This design comes from an exercise in tuning for small area, a short achievable clock period and few clock cycles per item on the open sky130 flow, not from production work. Where RTL was checked, it was by simulation tests only, not by an equivalence proof against the original. Power is estimated from default activity; no workload was simulated.

==> flow/design.v (excerpt) <==
module servo_pulse_pwm_two_channel #(
  parameter int TICKS_PER_US = 16,
  parameter int MAX_ANGLE    = 180
) (
  input  logic         clk,
  input  logic         rst,
  input  logic         cfg_valid,
  output logic         cfg_ready,
  input  logic [2:0]   cfg_index,
  input  logic [11:0]  cfg_data,
  input  logic         item_valid,
  output logic         item_ready,
  input  logic [1:0]   item_cmd,
  input  logic [1:0]   item_channel,
  input  logic [15:0]  item_value,
  output logic         result_valid,
  input  logic         result_ready,
  output logic         result_pwm_a,
  output logic         result_pwm_b,
  output logic [15:0]  result_count
);
  logic [11:0] min_a, max_a, min_b, max_b;
  logic        enable_a, enable_b;
  logic [15:0] counter;
  logic [11:0] act_a, act_b;      
  logic        le_a, le_b;        
  logic        wrapped;           
  logic [12:0] pend_a, pend_b;    
  logic        need_a, need_b;    
  logic        busy, cur;
  logic        bel, abv, angf, gtf, negf;
  logic [4:0]  step;
  logic [19:0] x;
  logic        t1, t2, t3;
  logic        hu;                
  logic        e1, e2;
  logic        irdy, rv;
  assign cfg_ready = 1'b1;
  logic [11:0] d_min, d_max;
  logic        d_en;
  logic        we_min_a, we_max_a, we_min_b, we_max_b, we_en_a, we_en_b;
  assign d_min    = rst ? spp_pkg::MIN_RESET : cfg_data;
  assign d_max    = rst ? spp_pkg::MAX_RESET : cfg_data;
  assign d_en     = !rst && cfg_data[0];
  assign we_min_a = rst || (cfg_valid && cfg_index == spp_pkg::REG_MIN_A);
  assign we_max_a = rst || (cfg_valid && cfg_index == spp_pkg::REG_MAX_A);
  assign we_min_b = rst || (cfg_valid && cfg_index == spp_pkg::REG_MIN_B);
  assign we_max_b = rst || (cfg_valid && cfg_index == spp_pkg::REG_MAX_B);
  assign we_en_a  = rst || (cfg_valid && cfg_index == spp_pkg::REG_EN_A);
  assign we_en_b  = rst || (cfg_valid && cfg_index == spp_pkg::REG_EN_B);
  always_ff @(posedge clk) begin
    if (we_min_a) min_a    <= d_min;
    if (we_max_a) max_a    <= d_max;
    if (we_min_b) min_b    <= d_min;
    if (we_max_b) max_b    <= d_max;
    if (we_en_a)  enable_a <= d_en;
    if (we_en_b)  enable_b <= d_en;
  end
  logic acc, take, is_tick, is_wr, wr_a, wr_b;
  logic [12:0] raw;
  assign acc     = item_valid && irdy;
  assign take    = rv && result_ready;
  ...
export LEC_CHECK = 0
export CAP_MARGIN = 20
export CORE_MARGIN = 2
export CORE_UTILIZATION = 40
export CTS_BUF_LIST = sky130_fd_sc_hd__clkbuf_8
export SETUP_SLACK_MARGIN = 4.4
export SLEW_MARGIN = 20
export TNS_END_PERCENT = 5
create_clock -name core_clock -period 7.0 [get_ports {clk}]
standard.sh (not shown) runs the stock make flow with config.mk's settings and CLKGATE_MAP_FILE= SYNTH_SCRIPT=/design/flow/synth_recipe.tcl, a recipe that flattens the netlist after the stock synthesis.
==> flow/flow/run.sh <==
#!/bin/bash
# Layout flow: the standard flow (standard.sh, unchanged synthesis and
# steps), with the port buffers inserted as sky130_fd_sc_hd__buf_2 cells
# instead of the default buffer cell that buffer_ports picks.
# Logs in the run folder: standard.log (everything standard.sh runs prints;
# ORFS keeps each tool's own log under orfs/logs/).
set -o pipefail
cp standard.sh standard_sh_copy.txt
export BUFFER_PORTS_ARGS="-buffer_cell sky130_fd_sc_hd__buf_2"
bash standard.sh > standard.log 2>&1
The starting point finished clean.
Testbench counts at the start, summed over its fixed seeds: cycles 1,049,210, items 1,048,576.
Next try:
- SETUP_SLACK_MARGIN: 4.4 -> 4.5
- TNS_END_PERCENT: 5 -> 0
Critical path depth does not change.
Fmax climbs by 2.8%.
Routed wire length climbs by 2.5%.
Sequential power stays flat.
Next try:
- SETUP_SLACK_MARGIN: 4.5 -> 4.4
Result:
- The new run passed the timing, design-rule and antenna checks
- routed wire length is lower by a few percent
- sequential power barely changes
- final cell count is lower slightly
- die area is unchanged
Next try:
- SETUP_SLACK_MARGIN: 4.4 -> 4.2
- TNS_END_PERCENT: 0 -> 5
The new run finished clean; critical path depth does not change; die area does not change; area after synthesis is unchanged; combinational power decreases by 3.1%.

---

== run A ==
Another version of the RTL of servo_pulse_pwm_two_channel (not shown whole).
For scale: roughly 170 flip-flops, about 61 I/O pins, about 0.0099 mm² of cells after synthesis.
export LEC_CHECK = 0
export CAP_MARGIN = 20
export CORE_MARGIN = 2
export CORE_UTILIZATION = 40
export SETUP_SLACK_MARGIN = 4.4
export SLEW_MARGIN = 20
create_clock -name core_clock -period 7.0 [get_ports {clk}]
Scripts as last shown in full above: flow/flow/run.sh
Testbench counts of run A, summed over its fixed seeds: cycles 1,049,224, items 1,048,576.
Edits applied to the flow inputs when going from run A to run B:
Settings: CORE_UTILIZATION changed from 40 to 55; CTS_BUF_LIST newly set to sky130_fd_sc_hd__clkbuf_8.
## What came out
Run B ends up with higher clock latency at the later pin of the worst-skew pair than run A does. Lower die area was reported by run B, not run A. NOTE pin count of the biggest net entering global routing run A->run B decreased by a little under 10%. Maximum clock frequency delta (run B − run A): favourable.
Inputs modified between run B and run C:
Settings: a change of CORE_UTILIZATION from 55 to 40.
--- outcome ---
~same total power in run C and run B
The width of the die reported for run C is greater than that of run B by about 17%.
When run C is measured against run B, its area growth from synthesis to layout turns out 0.38 points lower.
Of run C and run B, the run reporting the lower finished layout cell area was run C.
Static leakage power (run C vs. run B) decreases slightly
Comparing run C and run B, worst path buffer plus inverter count is lower on run C.
The final reports for run C and run B show timing-limited maximum frequency lower in the former.
Sort run C and run B by share of power burned in combinational logic, descending, and run B comes first.
--- input diff run C..run D ---
Settings: TNS_END_PERCENT newly set to 5; PLACE_DENSITY newly set to 0.8.
Run D: PASS, flow complete, no timing, DRC or antenna violations. On clock network fraction of design power, run C and run D are basically level. Run D ends up with lower cell count than run C does. Run C → run D: critical path depth -1, sequential share of cell area +0.76 points. Run C -> run D: wire length decreased by a few percent.
diff inputs: run D => run E
Settings: a deleted PLACE_DENSITY that had been 0.8; a change of TNS_END_PERCENT from 5 to 0.
[summary]
Across run D and run E, the outcome is the same: a clean finish for every run.
Run D → run E: number of placed instances with taps included saw little to no change; number of nets in the final layout saw little to no change; share of power burned in the clock network saw a decrease; clock sink count saw little to no change.
Layout-stage area growth over the synthesis result ended up 0.49 points higher on run E than on run D.
Share of the core filled with cells in the final layout (run E over run D): increase, 0.20 points

---

servo_pulse_pwm_two_channel, a different RTL version from the one above (not shown whole).
Size: ~1200 cells after synthesis, about 160 flip-flops, ~61 I/O pins.
Settings: LEC_CHECK=0, CAP_MARGIN=20, CORE_MARGIN=2, CORE_UTILIZATION=40, SETUP_SLACK_MARGIN=4.2, SLEW_MARGIN=20; clock period 7.0 ns.
run.sh (not shown) runs the stock make flow with config.mk's settings and CLKGATE_MAP_FILE= SYNTH_SCRIPT=/design/flow/synth_recipe.tcl, a recipe that flattens the netlist after the stock synthesis.
Stock flow here: none of the scripts above is used.
Next try:
Settings changed: SETUP_SLACK_MARGIN 4.2 to unset.
=>
- synthesized area stays the same
- clock-buffer cell count came out lower by 3
- global-route usage came out lower by 1.6 points
- power came out lower by 11%
- synthesized cell count stays the same
- via count came out lower by 5.1%
- clock skew hardly moves
- routed wire length came out lower by 8.7%
- utilization came out lower by 7.3 points
No run of this note included a check of the RTL's function; only the layout flow was run.

---

The RTL this note starts from:
==> flow/design.v <==
package spp_pkg;
  localparam int US_W  = 12;
  localparam int VAL_W = 16;
  localparam int CNT_W = 16;
  localparam int IDX_W = 3;
  typedef enum logic [1:0] {
    CMD_TICK = 2'd0,
    CMD_AUTO = 2'd1,
    CMD_US   = 2'd2
  } cmd_t;
  typedef enum logic [1:0] {
    CH_A    = 2'd0,
    CH_B    = 2'd1,
    CH_BOTH = 2'd2
  } chan_t;
  localparam logic [IDX_W-1:0] REG_MIN_A = 3'd0;
  localparam logic [IDX_W-1:0] REG_MAX_A = 3'd1;
  localparam logic [IDX_W-1:0] REG_MIN_B = 3'd2;
  localparam logic [IDX_W-1:0] REG_MAX_B = 3'd3;
  localparam logic [IDX_W-1:0] REG_EN_A  = 3'd4;
  localparam logic [IDX_W-1:0] REG_EN_B  = 3'd5;
  localparam logic [US_W-1:0] MIN_RESET = 12'd544;
  localparam logic [US_W-1:0] MAX_RESET = 12'd2400;
  typedef struct packed {
    logic s2;
    logic s3;
  } stage_en_t;
  typedef struct packed {
    logic       load;
    logic [1:0] cmd;
    logic [1:0] channel;
  } upd_ctl_t;
endpackage
module servo_pulse_pwm_two_channel #(
  parameter int TICKS_PER_US = 16,
  parameter int MAX_ANGLE    = 180
) (
  input  logic         clk,
  input  logic         rst,
  input  logic         cfg_valid,
  output logic         cfg_ready,
  input  logic [2:0]   cfg_index,
  input  logic [11:0]  cfg_data,
  input  logic         item_valid,
  output logic         item_ready,
  input  logic [1:0]   item_cmd,
  input  logic [1:0]   item_channel,
  input  logic [15:0]  item_value,
  output logic         result_valid,
  input  logic         result_ready,
  output logic         result_pwm_a,
  output logic         result_pwm_b,
  output logic [15:0]  result_count
);
  logic [11:0] min_a, max_a, min_b, max_b;
  logic        enable_a, enable_b;
  logic [15:0] counter;
  logic [11:0] act_a, act_b;      
  logic        le_a, le_b;        
  logic [12:0] pend_a, pend_b;    
  logic        need_a, need_b;    
  logic        busy, cur;
  logic        bel, abv, angf, gtf, negf;
  logic [4:0]  step;
  logic [19:0] x;
  logic        t1, t2, t3;
  logic        hu;                
  logic        e1, e2;
  logic        irdy, rv;
  assign cfg_ready = 1'b1;
  always_ff @(posedge clk) begin
    if (rst) begin
      min_a    <= spp_pkg::MIN_RESET;
      max_a    <= spp_pkg::MAX_RESET;
      min_b    <= spp_pkg::MIN_RESET;
      max_b    <= spp_pkg::MAX_RESET;
      enable_a <= 1'b0;
      enable_b <= 1'b0;
    end else if (cfg_valid) begin
      case (cfg_index)
        spp_pkg::REG_MIN_A: min_a    <= cfg_data;
        spp_pkg::REG_MAX_A: max_a    <= cfg_data;
        spp_pkg::REG_MIN_B: min_b    <= cfg_data;
        spp_pkg::REG_MAX_B: max_b    <= cfg_data;
        spp_pkg::REG_EN_A:  enable_a <= cfg_data[0];
        spp_pkg::REG_EN_B:  enable_b <= cfg_data[0];
        default: ;
      endcase
    end
  end
  logic acc, take, is_tick, is_wr, wr_a, wr_b;
  logic [12:0] raw;
  assign acc     = item_valid && irdy;
  assign take    = rv && result_ready;
  assign is_tick = item_cmd == 2'd0;
  assign is_wr   = item_cmd == 2'd1 || item_cmd == 2'd2;
  assign wr_a    = acc && is_wr && (item_channel == 2'd0 || item_channel == 2'd2);
  assign wr_b    = acc && is_wr && (item_channel != 2'd0);
  assign raw     = {item_cmd == 2'd1, item_value[11:0] | {12{|item_value[15:12]}}};
  logic [11:0] lo, hi, v;
  logic        pauto;
  logic [11:0] q;
  logic [12:0] sum;
  logic [7:0]  acc_in;
  logic        mbit;
  logic [8:0]  macc;
  logic [6:0]  dt, dsub;
  logic        dge;
  logic        s_cmp, s_first, s_mul, s_add, s_fin;
  logic [11:0] w_simple, w_angle;
  assign lo    = cur ? min_b  : min_a;
  assign hi    = cur ? max_b  : max_a;
  assign v     = cur ? pend_b[11:0] : pend_a[11:0];
  assign pauto = cur ? pend_b[12]   : pend_a[12];
  assign q     = x[13:2];
  assign s_cmp   = busy && step == 5'd0;
  assign s_first = busy && step == 5'd1;
  assign s_mul   = step >= 5'd1 && step <= 5'd12;
  assign s_add   = step == 5'd25;
  assign s_fin   = busy && step == 5'd26;
  always_comb begin
    sum      = {1'b0, lo} + {1'b0, (step == 5'd0) ? ~hi : q};
    acc_in   = (step == 5'd1 && !negf) ? 8'd0 : x[19:12];
    mbit     = x[0] ^ !negf;
    macc     = {1'b0, acc_in} + (mbit ? {1'b0, v[7:0]} : 9'd0);
    dt       = {x[19:14], x[13]};
    dge      = dt >= 7'd45;
    dsub     = dt - 7'd45;
    if (angf && gtf) w_simple = negf ? lo : hi;
    else if (bel)    w_simple = lo;
    else if (abv)    w_simple = hi;
    else             w_simple = v;
    w_angle  = negf ? (x[12] ? hi : lo) : x[11:0];
  end
  logic        busy_n, cur_n, need_a_n, need_b_n;
  logic [12:0] pend_a_n, pend_b_n;
  logic        conv_wr;
  logic [11:0] conv_w;
  always_comb begin
    busy_n   = busy;
    cur_n    = cur;
    need_a_n = need_a;
    need_b_n = need_b;
    conv_wr  = 1'b0;
    conv_w   = s_fin ? w_angle : w_simple;
    if (!busy) begin
      if (need_a || need_b) begin
        busy_n = 1'b1;
        cur_n  = !need_a;
        if (need_a) need_a_n = 1'b0; else need_b_n = 1'b0;
      end
    end else if (s_fin || (s_first && !(angf && !gtf))) begin
      busy_n  = 1'b0;
      conv_wr = 1'b1;
    end
    pend_a_n = (conv_wr && !cur) ? {1'b0, conv_w} : pend_a;
    pend_b_n = (conv_wr &&  cur) ? {1'b0, conv_w} : pend_b;
    if (busy && (cur ? wr_b : wr_a)) busy_n = 1'b0;
    if (wr_a) begin
      pend_a_n = raw;
      need_a_n = 1'b1;
    end
    if (wr_b) begin
      pend_b_n = raw;
      need_b_n = 1'b1;
    end
  end
  always_ff @(posedge clk) begin
    if (rst) begin
      busy   <= 1'b0;
      need_a <= 1'b0;
      need_b <= 1'b0;
      pend_a <= '0;
      pend_b <= '0;
    end else begin
      busy   <= busy_n;
      need_a <= need_a_n;
      need_b <= need_b_n;
      pend_a <= pend_a_n;
      pend_b <= pend_b_n;
    end
  end
  always_ff @(posedge clk) begin
    cur  <= cur_n;
    step <= busy ? step + 5'd1 : 5'd0;
    if (s_cmp) begin
      bel  <= v < lo;
      abv  <= v > hi;
      angf <= pauto && (v < lo);
      gtf  <= v > 12'(MAX_ANGLE);
      negf <= sum[12];
      x    <= {v[7:0], sum[11:0]};
    end else if (s_mul) begin
      x <= {macc, x[11:1]};
    end else if (s_add) begin
      x[12:0] <= {q == 12'd0, sum[11:0]};
    end else begin
      x <= {dge ? dsub[5:0] : dt[5:0], x[12:2], dge, x[1:0]};
    end
  end
  logic        t1_n, t2_n, t3_n, hu_n, e1_n, e2_n;
  logic        ap_raw, ap, wrap, nearwrap, busy_any, busy_any_n;
  assign busy_any   = busy | need_a | need_b;
  assign busy_any_n = busy_n | need_a_n | need_b_n;
  assign wrap       = counter == 16'hFFFF;
  assign nearwrap   = counter[15:3] == 13'h1FFF;
  always_comb begin
    if (take) begin
      t1_n = acc | t2;
      t2_n = acc ? t2 : t3;
      t3_n = 1'b0;
    end else begin
      t1_n = acc | t1;
      t2_n = acc ? t1 : t2;
      t3_n = acc ? t2 : t3;
    end
    if (take) ap_raw = t2 ? e1 : (acc & is_tick);
    else      ap_raw = t1 ? hu : (acc & is_tick);
    ap   = ap_raw & !(wrap & busy_any);
    hu_n = ap_raw & wrap & busy_any;
    if (take) e1_n = t3 ? e2 : is_tick;
    else      e1_n = (t1 & !t2) ? is_tick : e1;
    e2_n = (!take & t2 & !t3) ? is_tick : e2;
  end
  always_ff @(posedge clk) begin
    if (rst) begin
      t1      <= 1'b0;
      t2      <= 1'b0;
      t3      <= 1'b0;
      hu      <= 1'b0;
      e1      <= 1'b0;
      e2      <= 1'b0;
      irdy    <= 1'b1;
      rv      <= 1'b0;
      counter <= '0;
      act_a   <= '0;
      act_b   <= '0;
      le_a    <= 1'b1;
      le_b    <= 1'b1;
    end else begin
      t1   <= t1_n;
      t2   <= t2_n;
      t3   <= t3_n;
      hu   <= hu_n;
      e1   <= e1_n;
      e2   <= e2_n;
      irdy <= !t3_n && !(nearwrap && (hu_n || (t2_n && e1_n)));
      rv   <= t1_n && !hu_n && (t2_n || !busy_any_n);
      if (ap) begin
        counter <= counter + 16'd1;
        if (wrap) begin
          act_a <= pend_a[11:0];
          act_b <= pend_b[11:0];
          le_a  <= 1'b1;
          le_b  <= 1'b1;
        end else begin
          if (counter == {act_a, 4'b0000}) le_a <= 1'b0;
          if (counter == {act_b, 4'b0000}) le_b <= 1'b0;
        end
      end
    end
  end
  assign item_ready   = irdy;
  assign result_valid = rv;
  assign result_count = counter;
  assign result_pwm_a = enable_a && le_a;
  assign result_pwm_b = enable_b && le_b;
endmodule
==> flow/config.mk <==
export PLATFORM = sky130hd
export DESIGN_NAME = servo_pulse_pwm_two_channel
export DESIGN_NICKNAME = servo_pulse_pwm_two_channel
export VERILOG_FILES = /design/flow/design.v
export SDC_FILE = /design/flow/constraint.sdc
export NUM_CORES = 4
export LEC_CHECK = 0
export CAP_MARGIN = 20
export CORE_MARGIN = 2
export CORE_UTILIZATION = 40
export SETUP_SLACK_MARGIN = 4.0
export SLEW_MARGIN = 20
==> flow/constraint.sdc <==
create_clock -name core_clock -period 7.0 [get_ports {clk}]
set_input_delay 1.4000 -clock core_clock [delete_from_list [all_inputs] [get_ports {clk}]]
set_output_delay 1.4000 -clock core_clock [all_outputs]
set_load 0.01 [all_outputs]
standard.sh (not shown) runs the stock make flow with config.mk's settings and CLKGATE_MAP_FILE= SYNTH_SCRIPT=/design/flow/synth_recipe.tcl, a recipe that flattens the netlist after the stock synthesis.
Scripts as last shown in full above: flow/flow/run.sh
Testbench counts at the start, summed over its fixed seeds: cycles 1,049,224, items 1,048,576.
Change:
==> flow/run.sh (new file) <==
#!/bin/bash
# synth_recipe.tcl (not shown) runs the flow's synth.tcl, then flattens the netlist and writes it again
# the make line also repeats each setting of config.mk as NAME=value (left out here)
make -C /OpenROAD-flow-scripts/flow DESIGN_CONFIG=/design/flow/config.mk WORK_HOME=/design/flow/orfs CLKGATE_MAP_FILE= SYNTH_SCRIPT=/design/flow/synth_recipe.tcl finish
removed: flow/flow/run.sh
removed: flow/standard.sh
Outcome:
- The new run ran to the end with no violations
- first-iteration DRC count barely changes
- fmax falls by about 1.3%
- cell area rises by 3.6%
- cell count rose by about 0.8%
- non-clock buffer count went up by 10
- area after synthesis is unchanged
- routed wire length went up by 0.62%
- clock-buffer cell count falls by 3
- worst hold slack hardly moves
- global-route usage goes up by 0.50 points
Change:
Settings changed: SETUP_SLACK_MARGIN 4.0 to 4.4.
What happened: Clock power decreases by 4.7%; non-clock buffer count grows by 47; via count goes up by 3.9%; wire length is higher by 7.5%; core utilization goes up by 5.0 points; cell count came out higher by 3.1%; cell area climbs by 10%; worst setup slack improved by 0.16 ns; sequential power stays flat; critical path depth goes up by 4; clock-buffer cell count grows by 1.

[afterwards: timing with drivers on the ports]
No port has a modelled driver above. Below, the same layouts with a new extraction and two added sets of constraints.
Step 1 assumes that a clkbuf_16 drives the clock port and a buf_2 every other input.
Step 2 moves the port delays by t, midway between the first and last clock arrival at a register: inputs arrive t later, outputs are due t later. That takes back most of the time a late clock gives input paths.
Slacks: ideal ports / drivers / drivers and shift; pairs: ideal ports / drivers.
| run | shift t [ns] | setup WS [ns] | worst setup path after step 2 | latest minus earliest clock arrival (ns) | pins driven straight from the clock port |
|---|---|---|---|---|---|
| the first run of note 1 | 0.512 | 4.322 / 4.280 / 3.869 | input to register | 0.025 / 0.026 | 1 |
| the second run of note 1 | 0.513 | 4.396 / 4.356 / 3.913 | input to register | 0.018 / 0.018 | 1 |
| the third run of note 1 | 0.512 | 4.330 / 4.290 / 3.839 | input to register | 0.017 / 0.017 | 1 |
| the fourth run of note 1 | 0.508 | 4.209 / 4.169 / 3.812 | input to register | 0.017 / 0.017 | 1 |
| run A | 0.474 | 4.325 / 4.325 / 4.027 | input to register | 0.013 / 0.013 | 1 |
| run B | 0.500 | 4.359 / 4.359 / 3.998 | input to register | 0.017 / 0.017 | 1 |
| run C | 0.520 | 4.335 / 4.335 / 3.957 | input to register | 0.015 / 0.015 | 1 |
| run D | 0.499 | 4.290 / 4.290 / 3.851 | input to register | 0.014 / 0.014 | 1 |
| run E | 0.507 | 4.299 / 4.299 / 3.931 | input to register | 0.020 / 0.020 | 1 |
| the first run of note 3 | 0.474 | 3.790 / 3.790 / 3.428 | input to register | 0.012 / 0.011 | 1 |
| the second run of note 3 | 0.475 | 2.564 / 2.586 / 2.111 | input to register | 0.015 / 0.016 | 1 |
| the first run of note 4 | 0.477 | 4.056 / 4.056 / 3.773 | input to register | 0.013 / 0.013 | 1 |
| the second run of note 4 | 0.484 | 4.018 / 3.997 / 3.559 | input to register | 0.009 / 0.009 | 1 |
| the third run of note 4 | 0.487 | 4.181 / 4.181 / 3.966 | input to register | 0.010 / 0.010 | 1 |
After both steps setup and hold are still met in every run listed. For the third run of note 1, which loses most, drivers alone change the setup slack by -0.040 ns; drivers and shift together by -0.491 ns.
